Source: an optimization exercise on an open RTL-to-GDS flow (aim: small area, a short achievable clock period and few clock cycles). Production flows keep margins and buffers that such runs may drop.
The RTL was checked by simulation tests, not by an equivalence proof against the original design.

## flow/design.v (module list and top-level ports; edited modules follow where they fit)
// module fp32_mac_core: 676 lines
// module ks_add: 32 lines
// module inc_pfx: 17 lines
// module lzc32: 28 lines
// module mul_tree: 905 lines
module fp32_mac_core #(
   parameter logic [31:0] CANON_NAN = 32'h7FC00000
) (
   input  logic        CLK_I,
   input  logic        RSTL_I,
   input  logic        IN_VALID_I,
   input  logic [95:0] IN_DATA_I,
   output logic        IN_READY_O,
   output logic        OUT_VALID_O,
   input  logic        OUT_READY_I,
   output logic [31:0] OUT_DATA_O,
   output logic        OVERRUN_O
);
  // ...
==> flow/flow/run.sh <==
#!/bin/bash
# The standard layout (standard.sh: the standard synthesis and ORFS flow, unchanged),
# with a tighter setup target for the timing repair steps: repair_timing works until the
# setup slack at the fixed 10 ns clock is at least SETUP_SLACK_MARGIN.
set -euo pipefail
MARGIN=$(cat flow/margin.txt)
bash standard.sh SETUP_SLACK_MARGIN=$MARGIN finish > standard_flow.log 2>&1
==> flow/flow/margin.txt <==
6.0
==> flow/standard.sh <==
#!/bin/bash
# synth_recipe.tcl (not shown) runs the flow's synth.tcl, then flattens the netlist and writes it again
# the make line also repeats each setting of config.mk as NAME=value (left out here)
make -C /OpenROAD-flow-scripts/flow DESIGN_CONFIG=/design/flow/config.mk WORK_HOME=/design/flow/orfs CLKGATE_MAP_FILE= SYNTH_SCRIPT=/design/flow/synth_recipe.tcl "${@:-finish}"
==> flow/config.mk <==
export PLATFORM = sky130hd
export DESIGN_NAME = fp32_mac_core
export DESIGN_NICKNAME = fp32_mac_core
export VERILOG_FILES = /design/flow/design.v
export SDC_FILE = /design/flow/constraint.sdc
export NUM_CORES = 4
export LEC_CHECK = 0
export CAP_MARGIN = 20
export CORE_MARGIN = 2
export CORE_UTILIZATION = 40
export CTS_BUF_LIST = sky130_fd_sc_hd__clkbuf_8
export SLEW_MARGIN = 20
==> flow/constraint.sdc <==
create_clock -name core_clock -period 10.0 [get_ports {CLK_I}]
set_input_delay 2.0000 -clock core_clock [delete_from_list [all_inputs] [get_ports {CLK_I}]]
set_output_delay 2.0000 -clock core_clock [all_outputs]
set_load 0.01 [all_outputs]
==> metrics.md, run 1 <==
| Metric | Value |
|---|---|
| Status | complete, no violations |
| Final setup vio count | 0 |
| Met2 usage | 0.339 |
| Number of synthesized flops with an enable pin | 313 |
| Top post-synthesis cells by area | edfxtp_1 26%, fa_1 15%, dfxtp_1 9.1% |
| Setup TNS | 0 ns |
| Multi-input gates | 2,702 |
| Worst reg2reg path depth | 13 |
| Gr ovfl total | 0 |
| Critical Path Fanout Max | 5 |
| Slew @ Worst Pin | 0.950 ns |
| Compound-Gate Fraction of Synth Area | 0.117 |
| Max Fclk | 241 MHz |
| Number of synthesis warnings | 19 |
| Mapped cell area | 0.0369 mm2 |
| H-Tree Depth | 3 |
| Async SR Flop Fraction | 0.0264 |
| Hold crit path type | reg2reg |
| Die area | 0.0946 mm2 |
| Mux share of post-synthesis cell area | 0.0433 |
| Register area | roughly 0.013 mm2 |
| Fin. Hold Viols | 0 |
| Largest cell class | multi-input combinational cells |
| DRT antenna net count | 0 |
| Top Ports | between 100 and 150 |
| Rows | 111 |
| Crit. End Element | flop |
| Critical path arrival | between 4 and 5 ns |
| Xor and xnor area share after synthesis | 0.0485 |
| Met1 Usage GRT | 0.280 |
| CTS Root Cell | clkbuf_8 |
| R2R Setup Slk | 5.85 ns |
| Highest metal used | met5 |
| Synth Area in Adders | 0.200 |
| DIE HEIGHT | roughly 310 um |
| Num CTS Buffers | 88 |
| Largest family of logic cells by synthesized area | adder cells |
| Met3 wire len | between 5000 and 6000 um |
| Worst slack, placed | approximately 5 ns |
Testbench counts, summed over its fixed seeds: cycles 4,848.
==> run 2, diff against run 1 <==
--- a/flow/config.mk
+++ b/flow/config.mk
@@ -8,5 +8,4 @@
 export CAP_MARGIN = 20
 export CORE_MARGIN = 2
 export CORE_UTILIZATION = 40
-export CTS_BUF_LIST = sky130_fd_sc_hd__clkbuf_8
 export SLEW_MARGIN = 20
==> metrics.md, run 2 <==
| Metric | Value |
|---|---|
| Max Fclk | 235 MHz (was 241 MHz) |
| Post-synthesis net count | 4,319 (unchanged) |
| Hold crit path type | reg2reg (unchanged) |
| Nature of the critical path startpoint | flop (unchanged) |
| Num CTS Buffers | 57 (was 88) |
| Rows | 111 (unchanged) |
| Largest registers | c2: 34 flops, s2: 34 flops (unchanged) |
| Number of synthesized flops with an enable pin | 313 (unchanged) |
| Die W | 308 um (unchanged) |
| Final HPWL DP | 71,900 um (unchanged) |
| RSZ-0062 raised after global routing | true (unchanged) |
| Worst slew margin | 0.362 (was 0.366) |
| Syn Area/Cell | 9.72 um2 (unchanged) |
| Largest net degree at the start of global routing | 73 (unchanged) |
| Top-count cell post-synth | nand2_1 (unchanged) |
| Clock Skew | 0.0381 ns (was 0.0658 ns) |
| Top cell type by total area after synthesis | edfxtp_1 (unchanged) |
| Final Max Slew Viols | 0 (unchanged) |
| Setup CP Type | reg2reg (unchanged) |
| RR Startpoint | s2[0] (unchanged) |
| Top post-synthesis cells by area | edfxtp_1 26%, fa_1 15%, dfxtp_1 9.1% (unchanged) |
| Die area | 0.0946 mm2 (unchanged) |
| #FFs+latches synth | 493 (unchanged) |
| Hold_sp | c[20] (was c[15]) |
| Clock-pin slew of the registers on the worst-case setup and hold paths | 0.06 ns (about the same) |
| Most frequent cells in the layout | 456 x nand2_1, 411 x inv_1, 313 x edfxtp_1 (was 456 x nand2_1, 436 x inv_1, 313 x edfxtp_1) |
| Post-Syn Instances | 3,793 (unchanged) |
| # diodes | 0 (was 2) |
| Worst path max stage delay | 0.54 ns (about the same) |
| Top FF cell, synth | edfxtp_1 (unchanged) |
| Gr ovfl total | 0 (unchanged) |
| Critical Path Fanout Max | 5 (unchanged) |
| Async SR Flop Fraction | 0.0264 (unchanged) |
| Total Routed Length | 98,000 um (was 98,300 um) |
| Post-synth top area share | 0.255 (unchanged) |
| CP Cell Sequence | ha_4 -> fa_2 -> a21oi_4 -> o221ai_4 -> a21oi_4 -> nor4b_4 -> or3_4 -> a211o_1 -> a211o_1 -> or4_4 -> or4_4 -> nor3b_4 -> a311o_1 (unchanged) |
| Slew @ Worst Pin | 0.957 ns (was 0.950 ns) |
| Hold WS | 0.373 ns (was 0.363 ns) |
| DRT antenna net count | 0 (unchanged) |
| Clock latency at the later pin of the worst-skew pair | 0.65 ns (was 0.73 ns) |
| Post-synth top cells | 459 x nand2_1, 415 x inv_1, 313 x edfxtp_1 (unchanged) |
| Max-cap viol count | 0 (unchanged) |
| Final setup vio count | 0 (unchanged) |
| Buf+Inv Stages, Crit Path | 0 (unchanged) |
| Worst slack, placed | 4.98 ns (unchanged) |
| Setup slack after layout | 5.74 ns (was 5.85 ns) |
| Mapped cell area | 0.0369 mm2 (unchanged) |
| Crit-path slowest cell | or4_4 (unchanged) |
| Commonest non-fill, non-tap cell in the layout | nand2_1 (unchanged) |
| Yosys cell types | 103 (unchanged) |
| Core area | 0.0915 mm2 (unchanged) |
| H-Tree Depth | 2 (was 3) |
| Initial antenna violation count | 2 (was 3) |
| Routed len/inst | 19.1 um (was 19.0 um) |
| Initial Utilization | 0.403 (unchanged) |
| Buffer depth of the longest clock path | 3 (unchanged) |
| R2R Setup Slk | 5.74 ns (was 5.85 ns) |
| Vias in the first global route | 27,283 (was 27,531) |
| Post-CTS Hold Buffers | 0 (unchanged) |
| Worst Path Required | 10.38 ns (was 10.46 ns) |
| Fin. Hold Viols | 0 (unchanged) |
| Critical path arrival | 4.64 ns (was 4.61 ns) |
| CTS Root Cell | clkbuf_16 (was clkbuf_8) |
| Setup crit start | s2[0] (unchanged) |
| P&R area growth vs syn | 15.2% (was 15.7%) |
| DIE HEIGHT | 308 um (unchanged) |
| IO Port Bufs | 134 (unchanged) |
| Final core utilization | 0.464 (was 0.466) |
| Share of layout cells above drive strength 1 | 0.0994 (was 0.112) |
| DRT iter0 DRCs | 1,974 (was 1,910) |
| Clock sink total | 493 (unchanged) |
| Clock period minus worst slack | 4.26 ns (was 4.15 ns) |
| Register area share after synthesis | 0.355 (unchanged) |
| Status | complete, no violations (unchanged) |
| Gpl congestion | 0.907 (unchanged) |
| Final Cycle Share | 0.426 (was 0.415) |
| Top Family by Delay on Critical Path | compound AO/OA/AOI/OAI gates (was simple AND/OR/NAND/NOR gates) |
| Top Ports | 135 (unchanged) |
| First-pass GRT wire length | 154,000 um (was 155,000 um) |
| Number of synthesis warnings | 19 (unchanged) |
| Nets | 4,412 (was 4,446) |
| CTS tree | built (unchanged) |
| Crit. End Element | flop (unchanged) |
| Vias | 27,577 (was 27,727) |
| Total GRT Usage | 0.205 (was 0.207) |
| Remaining DRCs | 0 (unchanged) |
| Drt pass-1 iters | 5 (was 6) |
| Setup TNS | 0 ns (unchanged) |
| Vias per inst | 5.39 (was 5.35) |
==> run 2: cell counts after synthesis <==
Identical to the previous run, type by type.
==> run 2: final cells by class <==
cell class,instances,area (um2)
fill,8504,49000
multi-input combinational,2702,22300
sequential,493,13100
timing repair buffer,213,2040
inverter,417,1590
clock buffer,69,1550
tap,1186,1480
clock inverter,39,418
timing repair inverter,2,10.0
==> run 2: worst paths after layout <==
kind / endpoint / depth (start not counted)
min reg2reg: cc2[20] / 0
min in group asynchronous: OVERRUN_O / 1
max in group asynchronous: OUT_VALID_O / 1
max reg2reg: rm3[22] / 13
max: rm3[22] / 13
min: cc2[20] / 0
==> run 2: through the flow <==
stage | area, um2 | instances
after floorplan | 36900 | 3793
after global placement | 39200 | 4959
after detailed placement | 39200 | 4959
after CTS | 41700 | 5079
after global routing | 42500 | 5121
final | 42500 | 5121
==> run 2: kinds of logic after synthesis <==
family                   count (synthesis)  share of synthesized area
flip-flops                             493                      0.355
XOR/XNOR                               204                     0.0485
multiplexers                           125                     0.0433
AO/OA/AOI/OAI                          669                      0.117
AND/OR/NAND/NOR                       1275                      0.173
adder cells (fa/ha/maj)                427                      0.200
buffers and inverters                  600                     0.0637
==> run 2: per-layer routing <==
metal  up-vias  routed length, um  track usage
met4         2               2490       0.0562
met2       755              46100        0.340
li1      13183                  -            -
met5         -                 13            0
met1     13470              44300        0.283
met3       167               5090       0.0270
==> run 2: timing repair <==
item                                    4_1_cts  5_1_grt
cloned                                        2        3
setup buffers                                10       39
endpoints found under the setup margin       91       87
pin swaps                                    12       34
gates resized for setup                      84       81

-- static timing again, ports no longer ideal --
How much do the figures lean on ideal ports? The routed layouts below were timed once more, with nothing changed but the port constraints.
Step 1: set_driving_cell puts a clkbuf_16 on CLK_I and a buf_2 on each other input, an assumption about the parent block.
Step 2 moves the port delays by t, midway between the first and last clock arrival at a register: inputs arrive t later, outputs are due t later. That takes back most of the time a late clock gives input paths.
Slacks: ideal ports / drivers / drivers and shift; pairs: ideal ports / drivers.
run | t, ns | setup slack, ns | hold WS [ns]
run 1 | 0.763 | 5.849 / 5.849 / 5.849 | 0.363 / 0.363 / 0.363
run 2 | 0.695 | 5.743 / 5.743 / 5.743 | 0.373 / 0.373 / 0.373
After both steps setup and hold are still met in every run listed.
